From an optimization exercise on the open Yosys and OpenROAD flow, aimed at small area; shortcuts taken in it are not production practice. Where RTL was checked, it was by simulation tests only, not by an equivalence proof against the original. No activity file was given, so power comes from the tool's default toggle rates. No driver is modelled on the clock port, so clocking that relies on it looks cheaper here than on a real chip.

Setup of rev 12:
==> flow/design.v <==
package deq_pkg;
  localparam int WORD_W  = 32;
  localparam int COUNT_W = 5;
  localparam logic [WORD_W-1:0] WORD_NONE = '1;
  typedef enum logic [2:0] {
    KIND_PUSH_FRONT = 3'd0,
    KIND_PUSH_BACK  = 3'd1,
    KIND_POP_FRONT  = 3'd2,
    KIND_POP_BACK   = 3'd3,
    KIND_CLEAR      = 3'd4,
    KIND_REVERSE    = 3'd5
  } deq_kind_t;
  typedef enum logic {
    ST_IDLE,
    ST_FILL
  } deq_state_t;
  typedef struct packed {
    logic                push_dropped;
    logic                is_empty;
    logic [COUNT_W-1:0]  entry_count;
    logic [WORD_W-1:0]   back_value;
    logic [WORD_W-1:0]   front_value;
    logic                popped_ok;
    logic [WORD_W-1:0]   popped_value;
  } deq_res_t;
endpackage
module deq_store #(
  parameter int DEPTH = 16
) (
  input  logic                       clk,
  input  logic                       wr_now,
  input  logic                       keep_now,    
  input  logic                       ones_now,
  input  logic [deq_pkg::WORD_W-1:0] wr_data,
  output logic [deq_pkg::WORD_W-1:0] tap
);
  localparam int W = deq_pkg::WORD_W;
  logic [DEPTH*W-1:0] ring;
  assign tap = (wr_data & {W{wr_now}}) | (ring[DEPTH*W-1 -: W] & {W{keep_now}}) | {W{ones_now}};
  always_ff @(posedge clk) begin
    ring <= {ring[(DEPTH-1)*W-1:0], tap};
  end
endmodule
module deq_ctrl #(
  parameter int AW = 4,
  parameter int CW = 5
) (
  input  logic          clk,
  input  logic          rst_n,
  input  logic [2:0]    kind,
  input  logic          accept,
  output logic          last,          
  output logic          ahead,         
  output logic [CW-1:0] count,
  output logic          do_pop,
  output logic          dropped,
  output logic          none_after,    
  output logic          w_hit,         
  output logic          p_hit,         
  output logic          f_hit,         
  output logic          b_hit          
);
  localparam logic [AW-1:0] M1 = {AW{1'b1}};
  localparam logic [AW-1:0] M2 = {AW{1'b1}} - 1'b1;
  localparam logic [AW-1:0] M3 = {AW{1'b1}} - 2'd2;
  localparam logic [AW-1:0] ONE = 1;
  logic [AW-1:0] off_r, off_load;
  logic [CW-1:0] cnt_r, cnt_step;
  logic          rev_r, rev_nxt;
  logic [AW-1:0] f;                    
  logic          is_push, is_pop, is_clr, is_rev, low_side, full, empty, do_push;
  logic          push_lo, push_hi, pop_lo, pop_hi;
  logic          o_m2, o_m1, o_0, f_m1, f_m2, f_m3, lo_hit, hi_hit;
  assign is_push  = (kind[2:1] == 2'b00);
  assign is_pop   = (kind[2:1] == 2'b01);
  assign is_clr   = (kind == 3'd4);
  assign is_rev   = (kind == 3'd5);
  assign low_side = ~(kind[0] ^ rev_r);
  assign full     = cnt_r[CW-1];
  assign empty    = (cnt_r == '0);
  assign do_push  = is_push & ~full;
  assign do_pop   = is_pop & ~empty;
  assign dropped  = is_push & full;
  assign push_lo  = do_push & low_side;
  assign push_hi  = do_push & ~low_side;
  assign pop_lo   = do_pop & low_side;
  assign pop_hi   = do_pop & ~low_side;
  assign f     = off_r - cnt_r[AW-1:0];
  assign o_m2  = (off_r == M2);
  assign o_m1  = (off_r == M1);
  assign o_0   = (off_r == '0);
  assign f_m1  = (f == M1);
  assign f_m2  = (f == M2);
  assign f_m3  = (f == M3);
  assign last  = o_m1;
  assign ahead = o_m2;
  assign w_hit  = push_lo ? o_m2 : (push_hi & f_m1);
  assign p_hit  = pop_lo ? o_m1 : (pop_hi & f_m2);
  assign lo_hit = push_lo ? o_m2 : (pop_lo ? o_0 : o_m1);
  assign hi_hit = push_hi ? f_m1 : (pop_hi ? f_m3 : f_m2);
  assign off_load = push_lo ? ONE : (pop_lo ? M1 : '0);
  assign cnt_step = do_push ? 1 : (do_pop ? '1 : '0);
  assign rev_nxt    = rev_r ^ is_rev;
  assign none_after = is_clr | (empty & ~do_push) | (pop_lo | pop_hi) & (cnt_r == 1);
  assign f_hit      = rev_nxt ? hi_hit : lo_hit;
  assign b_hit      = rev_nxt ? lo_hit : hi_hit;
  assign count      = cnt_r;
  always_ff @(posedge clk) begin
    if (!rst_n) begin
      off_r <= '0;
      cnt_r <= '0;
      rev_r <= 1'b0;
    end else begin
      off_r <= accept ? off_load : off_r + 1'b1;
      if (accept) begin
        cnt_r <= is_clr ? '0 : cnt_r + cnt_step;
        rev_r <= rev_nxt;
      end
    end
  end
endmodule
module double_ended_queue_unit #(
  parameter int DEPTH = 16
) (
  input  logic         clk,
  input  logic         rst_n,
  input  logic         in_tvalid,
  output logic         in_tready,
  input  logic [39:0]  in_tdata,
  input  logic [2:0]   in_tuser,
  output logic         out_tvalid,
  input  logic         out_tready,
  output logic [103:0] out_tdata
);
  localparam int W  = deq_pkg::WORD_W;
  localparam int AW = $clog2(DEPTH);
  localparam int CW = $clog2(DEPTH + 1);
  logic          busy, force_r, ones_r, wr_r, keep_r, ldp_r, ldf_r, ldb_r;
  logic          out_valid_r;
  logic          pok_r, drop_r;
  logic [W-1:0]  pop_r, front_r, back_r;
  logic          last, ahead, begin_now, ones_ok, sweep_next, accept;
  logic [W-1:0]  tap;
  logic [CW-1:0] count;
  logic          do_pop, dropped, none_after, w_hit, p_hit, f_hit, b_hit;
  assign begin_now  = ~busy & ~force_r & ahead & in_tvalid & (~out_valid_r | out_tready);
  assign ones_ok    = begin_now & (~count[CW-1] | none_after);
  assign sweep_next = force_r | (busy & ~last);
  assign in_tready  = busy & last;
  assign accept     = in_tvalid & in_tready;
  deq_ctrl #(
    .AW(AW),
    .CW(CW)
  ) u_ctrl (
    .clk       (clk),
    .rst_n     (rst_n),
    .kind      (in_tuser),
    .accept    (accept),
    .last      (last),
    .ahead     (ahead),
    .count     (count),
    .do_pop    (do_pop),
    .dropped   (dropped),
    .none_after(none_after),
    .w_hit     (w_hit),
    .p_hit     (p_hit),
    .f_hit     (f_hit),
    .b_hit     (b_hit)
  );
  deq_store #(
    .DEPTH(DEPTH)
  ) u_store (
    .clk     (clk),
    .wr_now  (wr_r),
    .keep_now(keep_r),
    .ones_now(ones_r),
    .wr_data (in_tdata[W-1:0]),
    .tap     (tap)
  );
  always_ff @(posedge clk) begin
    if (!rst_n) begin
      busy        <= 1'b0;
      force_r     <= 1'b0;
      out_valid_r <= 1'b0;
    end else begin
      busy        <= sweep_next;
      force_r     <= begin_now;
      out_valid_r <= accept | (out_valid_r & ~out_tready);
    end
  end
  always_ff @(posedge clk) begin
    ones_r <= ones_ok;
    wr_r   <= sweep_next & w_hit;
    keep_r <= ~(sweep_next & w_hit);
    ldp_r  <= begin_now ? (ones_ok & ~do_pop) : (sweep_next & p_hit);
    ldf_r  <= begin_now ? none_after : (sweep_next & ~none_after & f_hit);
    ldb_r  <= begin_now ? none_after : (sweep_next & ~none_after & b_hit);
  end
  always_ff @(posedge clk) begin
    if (accept) begin
      pok_r  <= do_pop;
      drop_r <= dropped;
    end
    if (ldp_r) begin
      pop_r <= tap;
    end
    if (ldf_r) begin
      front_r <= tap;
    end
    if (ldb_r) begin
      back_r <= tap;
    end
  end
  assign out_tvalid = out_valid_r;
  assign out_tdata  = {drop_r, (count == '0), count, back_r, front_r, pok_r, pop_r};
endmodule
clock: 5.0 ns
lec_check: 0
cap_margin: 20
core_margin: 2
core_utilization: 58
place_density: 0.7
slew_margin: 20
standard.sh (not shown) runs the stock make flow with config.mk's settings and CLKGATE_MAP_FILE= SYNTH_SCRIPT=/design/flow/synth_recipe.tcl, a recipe that flattens the netlist after the stock synthesis.
==> flow/flow/run.sh <==
#!/bin/bash
# The standard layout, with three changes to how it is made:
#  - synthesis maps the logic with an area-oriented ABC script (strash; dch;
#    amap) in place of ORFS's delay-oriented one; every other synthesis step,
#    and so every register, is the standard synthesis's;
#  - the port buffers are the smallest buffer cell;
#  - clock tree synthesis inserts no dummy loads.
set -euo pipefail
export BUFFER_PORTS_ARGS="-buffer_cell sky130_fd_sc_hd__buf_1"
export CTS_ARGS="-sink_clustering_enable -repair_clock_nets -sink_clustering_size 36 -sink_clustering_max_diameter 90 -buf_list sky130_fd_sc_hd__clkbuf_16 -dont_use_dummy_load"

# ORFS's scripts, with the ABC script that synthesis uses replaced.
mkdir -p synth_scripts
cp -r "$FLOW_HOME/scripts/." synth_scripts/
cp flow/abc_area_map.script synth_scripts/abc_speed.script

SCRIPTS_DIR="$PWD/synth_scripts" bash standard.sh synth > synth.log 2>&1
bash standard.sh > flow.log 2>&1
==> flow/flow/abc_area_map.script <==
strash
dch
amap
Rev 12 went all the way through synthesis, placement and routing and the layout is clean on timing, DRC and antenna.
#### Input delta (rev 13 over rev 12)
--- a/flow/design.v
+++ b/flow/design.v
@@ -63,5 +63,4 @@
   localparam logic [AW-1:0] M1 = {AW{1'b1}};
   localparam logic [AW-1:0] M2 = {AW{1'b1}} - 1'b1;
-  localparam logic [AW-1:0] M3 = {AW{1'b1}} - 2'd2;
   localparam logic [AW-1:0] ONE = 1;
   logic [AW-1:0] off_r, off_load;
@@ -71,5 +70,5 @@
   logic          is_push, is_pop, is_clr, is_rev, low_side, full, empty, do_push;
   logic          push_lo, push_hi, pop_lo, pop_hi;
-  logic          o_m2, o_m1, o_0, f_m1, f_m2, f_m3, lo_hit, hi_hit;
+  logic          o_m2, o_m1, o_0, o_p1, f_0, f_m1, f_m2, lo_hit, hi_hit;
   assign is_push  = (kind[2:1] == 2'b00);
   assign is_pop   = (kind[2:1] == 2'b01);
@@ -90,13 +89,14 @@
   assign o_m1  = (off_r == M1);
   assign o_0   = (off_r == '0);
+  assign o_p1  = (off_r == ONE);
   assign f_m1  = (f == M1);
   assign f_m2  = (f == M2);
-  assign f_m3  = (f == M3);
+  assign f_0   = (f == '0);
   assign last  = o_m1;
   assign ahead = o_m2;
   assign w_hit  = push_lo ? o_m2 : (push_hi & f_m1);
-  assign p_hit  = pop_lo ? o_m1 : (pop_hi & f_m2);
-  assign lo_hit = push_lo ? o_m2 : (pop_lo ? o_0 : o_m1);
-  assign hi_hit = push_hi ? f_m1 : (pop_hi ? f_m3 : f_m2);
+  assign p_hit  = pop_lo ? o_0 : (pop_hi & f_m1);
+  assign lo_hit = push_lo ? o_m1 : (pop_lo ? o_p1 : o_0);
+  assign hi_hit = push_hi ? f_0 : (pop_hi ? f_m2 : f_m1);
   assign off_load = push_lo ? ONE : (pop_lo ? M1 : '0);
   assign cnt_step = do_push ? 1 : (do_pop ? '1 : '0);
@@ -136,5 +136,5 @@
   localparam int AW = $clog2(DEPTH);
   localparam int CW = $clog2(DEPTH + 1);
-  logic          busy, force_r, ones_r, wr_r, keep_r, ldp_r, ldf_r, ldb_r;
+  logic          busy, force_r, ones_r, wr_r, keep_r, ldp, ldf, ldb;
   logic          out_valid_r;
   logic          pok_r, drop_r;
@@ -193,8 +193,8 @@
     wr_r   <= sweep_next & w_hit;
     keep_r <= ~(sweep_next & w_hit);
-    ldp_r  <= begin_now ? (ones_ok & ~do_pop) : (sweep_next & p_hit);
-    ldf_r  <= begin_now ? none_after : (sweep_next & ~none_after & f_hit);
-    ldb_r  <= begin_now ? none_after : (sweep_next & ~none_after & b_hit);
-  end
+  end
+  assign ldp = force_r ? (ones_r & ~do_pop) : (busy & p_hit);
+  assign ldf = force_r ? none_after : (busy & ~none_after & f_hit);
+  assign ldb = force_r ? none_after : (busy & ~none_after & b_hit);
   always_ff @(posedge clk) begin
     if (accept) begin
@@ -202,11 +202,11 @@
       drop_r <= dropped;
     end
-    if (ldp_r) begin
+    if (ldp) begin
       pop_r <= tap;
     end
-    if (ldf_r) begin
+    if (ldf) begin
       front_r <= tap;
     end
-    if (ldb_r) begin
+    if (ldb) begin
       back_r <= tap;
     end
--- outcome ---
Relative to rev 12, maximum single-stage delay on the critical path increased by 0.08 ns in rev 13. | cell-internal power | rev 13 vs rev 12 | better |. Summary of rev 13 over rev 12: average cell area after synthesis level; area of placed instances essentially unchanged; final hold slack lost 0.0080 ns. Compared with rev 12, rev 13 shows power density over the cells that has gone down slightly. Of rev 12 and rev 13, the lower number of signal-net inverters in the final layout belongs to rev 13.
Only the layout flow was run in rev 13; the RTL was not checked for function there.

* * *

old:
double_ended_queue_unit, a different RTL version from the one above (not shown whole).
Size: about 630 flip-flops, roughly 150 I/O pins, roughly 15000 sq um of cells after synthesis.
==> module deq_store, before the edit <==
module deq_store #(
  parameter int DEPTH = 16
) (
  input  logic                       clk,
  input  logic                       wr_now,
  input  logic                       keep_now,    
  input  logic                       ones_now,
  input  logic [deq_pkg::WORD_W-1:0] wr_data,
  output logic [deq_pkg::WORD_W-1:0] tap
);
  localparam int W = deq_pkg::WORD_W;
  logic [DEPTH*W-1:0] ring;
  assign tap = (wr_data & {W{wr_now}}) | (ring[DEPTH*W-1 -: W] & {W{keep_now}}) | {W{ones_now}};
  always_ff @(posedge clk) begin
    ring <= {ring[(DEPTH-1)*W-1:0], tap};
  end
endmodule
==> module double_ended_queue_unit, before the edit <==
module double_ended_queue_unit #(
  parameter int DEPTH = 16
) (
  input  logic         clk,
  input  logic         rst_n,
  input  logic         in_tvalid,
  output logic         in_tready,
  input  logic [39:0]  in_tdata,
  input  logic [2:0]   in_tuser,
  output logic         out_tvalid,
  input  logic         out_tready,
  output logic [103:0] out_tdata
);
  localparam int W  = deq_pkg::WORD_W;
  localparam int AW = $clog2(DEPTH);
  localparam int CW = $clog2(DEPTH + 1);
  logic          busy, force_r, ones_r, wr_r, keep_r, ldp_r, ldf_r, ldb_r;
  logic          out_valid_r;
  logic          pok_r, drop_r;
  logic [W-1:0]  pop_r, front_r, back_r;
  logic          last, ahead, begin_now, ones_ok, sweep_next, accept;
  logic [W-1:0]  tap;
  logic [CW-1:0] count;
  logic          do_pop, dropped, none_after, w_hit, p_hit, f_hit, b_hit;
  assign begin_now  = ~busy & ~force_r & ahead & in_tvalid & (~out_valid_r | out_tready);
  assign ones_ok    = begin_now & (~count[CW-1] | none_after);
  assign sweep_next = force_r | (busy & ~last);
  assign in_tready  = busy & last;
  assign accept     = in_tvalid & in_tready;
  deq_ctrl #(
    .AW(AW),
    .CW(CW)
  ) u_ctrl (
    .clk       (clk),
    .rst_n     (rst_n),
    .kind      (in_tuser),
    .accept    (accept),
    .last      (last),
    .ahead     (ahead),
    .count     (count),
    .do_pop    (do_pop),
    .dropped   (dropped),
    .none_after(none_after),
    .w_hit     (w_hit),
    .p_hit     (p_hit),
    .f_hit     (f_hit),
    .b_hit     (b_hit)
  );
  deq_store #(
    .DEPTH(DEPTH)
  ) u_store (
    .clk     (clk),
    .wr_now  (wr_r),
    .keep_now(keep_r),
    .ones_now(ones_r),
    .wr_data (in_tdata[W-1:0]),
    .tap     (tap)
  );
  always_ff @(posedge clk) begin
    if (!rst_n) begin
      busy        <= 1'b0;
      force_r     <= 1'b0;
      out_valid_r <= 1'b0;
    end else begin
      busy        <= sweep_next;
      force_r     <= begin_now;
      out_valid_r <= accept | (out_valid_r & ~out_tready);
    end
  end
  always_ff @(posedge clk) begin
    ones_r <= ones_ok;
    wr_r   <= sweep_next & w_hit;
    keep_r <= ~(sweep_next & w_hit);
    ldp_r  <= begin_now ? (ones_ok & ~do_pop) : (sweep_next & p_hit);
    ldf_r  <= begin_now ? none_after : (sweep_next & ~none_after & f_hit);
    ldb_r  <= begin_now ? none_after : (sweep_next & ~none_after & b_hit);
  end
  always_ff @(posedge clk) begin
    if (accept) begin
      pok_r  <= do_pop;
      drop_r <= dropped;
    end
    if (ldp_r) begin
      pop_r <= tap;
    end
    if (ldf_r) begin
      front_r <= tap;
    end
    if (ldb_r) begin
      back_r <= tap;
    end
  end
  assign out_tvalid = out_valid_r;
  assign out_tdata  = {drop_r, (count == '0), count, back_r, front_r, pok_r, pop_r};
endmodule
export LEC_CHECK = 0
export CAP_MARGIN = 20
export CORE_MARGIN = 2
export CORE_UTILIZATION = 55
export CTS_BUF_LIST = sky130_fd_sc_hd__clkbuf_16
export CTS_CLUSTER_DIAMETER = 90
export CTS_CLUSTER_SIZE = 36
export PLACE_DENSITY = 0.7
export SLEW_MARGIN = 20
create_clock -name core_clock -period 5.0 [get_ports {clk}]
==> flow/flow/run.sh <==
#!/bin/bash
# Standard layout, with the port buffers made of the smallest buffer cell.
set -euo pipefail
export BUFFER_PORTS_ARGS="-buffer_cell sky130_fd_sc_hd__buf_1"
bash standard.sh > flow.log 2>&1
Input changes introduced in new (baseline for comparison: old):
--- a/flow/design.v
+++ b/flow/design.v
@@ -26,20 +26,18 @@
 endpackage
 module deq_store #(
   parameter int DEPTH = 16
 ) (
   input  logic                       clk,
   input  logic                       wr_now,
-  input  logic                       keep_now,    
-  input  logic                       ones_now,
   input  logic [deq_pkg::WORD_W-1:0] wr_data,
   output logic [deq_pkg::WORD_W-1:0] tap
 );
   localparam int W = deq_pkg::WORD_W;
   logic [DEPTH*W-1:0] ring;
-  assign tap = (wr_data & {W{wr_now}}) | (ring[DEPTH*W-1 -: W] & {W{keep_now}}) | {W{ones_now}};
+  assign tap = wr_now ? wr_data : ring[DEPTH*W-1 -: W];
   always_ff @(posedge clk) begin
     ring <= {ring[(DEPTH-1)*W-1:0], tap};
   end
 endmodule
 module deq_ctrl #(
   parameter int AW = 4,
@@ -131,22 +129,21 @@
   input  logic         out_tready,
   output logic [103:0] out_tdata
 );
   localparam int W  = deq_pkg::WORD_W;
   localparam int AW = $clog2(DEPTH);
   localparam int CW = $clog2(DEPTH + 1);
-  logic          busy, force_r, ones_r, wr_r, keep_r, ldp_r, ldf_r, ldb_r;
+  logic          busy, force_r, wr_r, ldp_r, ldf_r, ldb_r;
   logic          out_valid_r;
   logic          pok_r, drop_r;
   logic [W-1:0]  pop_r, front_r, back_r;
-  logic          last, ahead, begin_now, ones_ok, sweep_next, accept;
-  logic [W-1:0]  tap;
+  logic          last, ahead, begin_now, sweep_next, accept;
+  logic [W-1:0]  tap, tap_or;
   logic [CW-1:0] count;
   logic          do_pop, dropped, none_after, w_hit, p_hit, f_hit, b_hit;
   assign begin_now  = ~busy & ~force_r & ahead & in_tvalid & (~out_valid_r | out_tready);
-  assign ones_ok    = begin_now & (~count[CW-1] | none_after);
   assign sweep_next = force_r | (busy & ~last);
   assign in_tready  = busy & last;
   assign accept     = in_tvalid & in_tready;
   deq_ctrl #(
     .AW(AW),
     .CW(CW)
@@ -166,50 +163,49 @@
     .f_hit     (f_hit),
     .b_hit     (b_hit)
   );
   deq_store #(
     .DEPTH(DEPTH)
   ) u_store (
-    .clk     (clk),
-    .wr_now  (wr_r),
-    .keep_now(keep_r),
-    .ones_now(ones_r),
-    .wr_data (in_tdata[W-1:0]),
-    .tap     (tap)
+    .clk    (clk),
+    .wr_now (wr_r),
+    .wr_data(in_tdata[W-1:0]),
+    .tap    (tap)
   );
+  assign tap_or = tap | {W{force_r}};
   always_ff @(posedge clk) begin
     if (!rst_n) begin
       busy        <= 1'b0;
       force_r     <= 1'b0;
+      wr_r        <= 1'b0;
+      ldp_r       <= 1'b0;
+      ldf_r       <= 1'b0;
+      ldb_r       <= 1'b0;
       out_valid_r <= 1'b0;
     end else begin
       busy        <= sweep_next;
       force_r     <= begin_now;
+      wr_r        <= sweep_next & w_hit;
+      ldp_r       <= begin_now ? ~do_pop : (sweep_next & p_hit);
+      ldf_r       <= begin_now ? none_after : (sweep_next & ~none_after & f_hit);
+      ldb_r       <= begin_now ? none_after : (sweep_next & ~none_after & b_hit);
       out_valid_r <= accept | (out_valid_r & ~out_tready);
     end
-  end
-  always_ff @(posedge clk) begin
-    ones_r <= ones_ok;
-    wr_r   <= sweep_next & w_hit;
-    keep_r <= ~(sweep_next & w_hit);
-    ldp_r  <= begin_now ? (ones_ok & ~do_pop) : (sweep_next & p_hit);
-    ldf_r  <= begin_now ? none_after : (sweep_next & ~none_after & f_hit);
-    ldb_r  <= begin_now ? none_after : (sweep_next & ~none_after & b_hit);
   end
   always_ff @(posedge clk) begin
     if (accept) begin
       pok_r  <= do_pop;
       drop_r <= dropped;
     end
     if (ldp_r) begin
-      pop_r <= tap;
+      pop_r <= tap_or;
     end
     if (ldf_r) begin
-      front_r <= tap;
+      front_r <= tap_or;
     end
     if (ldb_r) begin
-      back_r <= tap;
+      back_r <= tap_or;
     end
   end
   assign out_tvalid = out_valid_r;
   assign out_tdata  = {drop_r, (count == '0), count, back_r, front_r, pok_r, pop_r};
 endmodule
Findings:
- From old to new the numbers moved as follows: share of the core filled with cells in the final layout went up by 0.34 points; post-placement worst setup slack moved down; vertical extent of the die went up 1.3 um.
- | via count | new vs old | better |
- ~same power in old and new
- Number of sequential storage elements for new: about 0.3% down relative to old
- new vs old — instance count on the critical path rose 1.
- Top routing layer in use = met5: old; top routing layer in use = met4: new
- Compared with old, in new peak supply drop now sits lower, starting density of the core now sits higher.
- Diff old -> new | layout-stage area growth over the synthesis result | decrease of 0.18 points
- new against old: number of flops mapped to enable cells by yosys barely changed; average size of a mapped cell dropped 1.6%.
Function not checked in new: the RTL went through the layout flow alone.

static timing again, ports no longer ideal:
How much do the figures lean on ideal ports? The routed layouts below were timed once more, with nothing changed but the port constraints.
Step 1 (the two cells are an assumption about what drives the block):
set clk [get_ports {clk}]
set_driving_cell -lib_cell sky130_fd_sc_hd__clkbuf_16 $clk
set_driving_cell -lib_cell sky130_fd_sc_hd__buf_2 [delete_from_list [all_inputs] $clk]
Step 2 moves the port delays by t, midway between the first and last clock arrival at a register: inputs arrive t later, outputs are due t later. That takes back most of the time a late clock gives input paths.
Slacks: ideal / step 1 / step 2; pairs: ideal / step 1.
run	shift t [ns]	setup WS [ns]	worst setup path after step 2	clock arrival spread, ns	worst data-port slew with drivers (ns)
rev 12	0.560	1.796 / 1.751 / 1.496	input to register	0.056 / 0.055	0.05
rev 13	0.566	1.626 / 1.626 / 1.083	input to register	0.045 / 0.044	0.05
old	0.581	2.194 / 2.148 / 1.695	input to register	0.021 / 0.021	0.06
new	0.582	2.054 / 2.007 / 1.489	input to register	0.021 / 0.022	0.08
After both steps setup and hold are still met in every run listed. The setup slack of new, which loses most, moves by -0.047 ns with the drivers and by -0.565 ns with both steps.
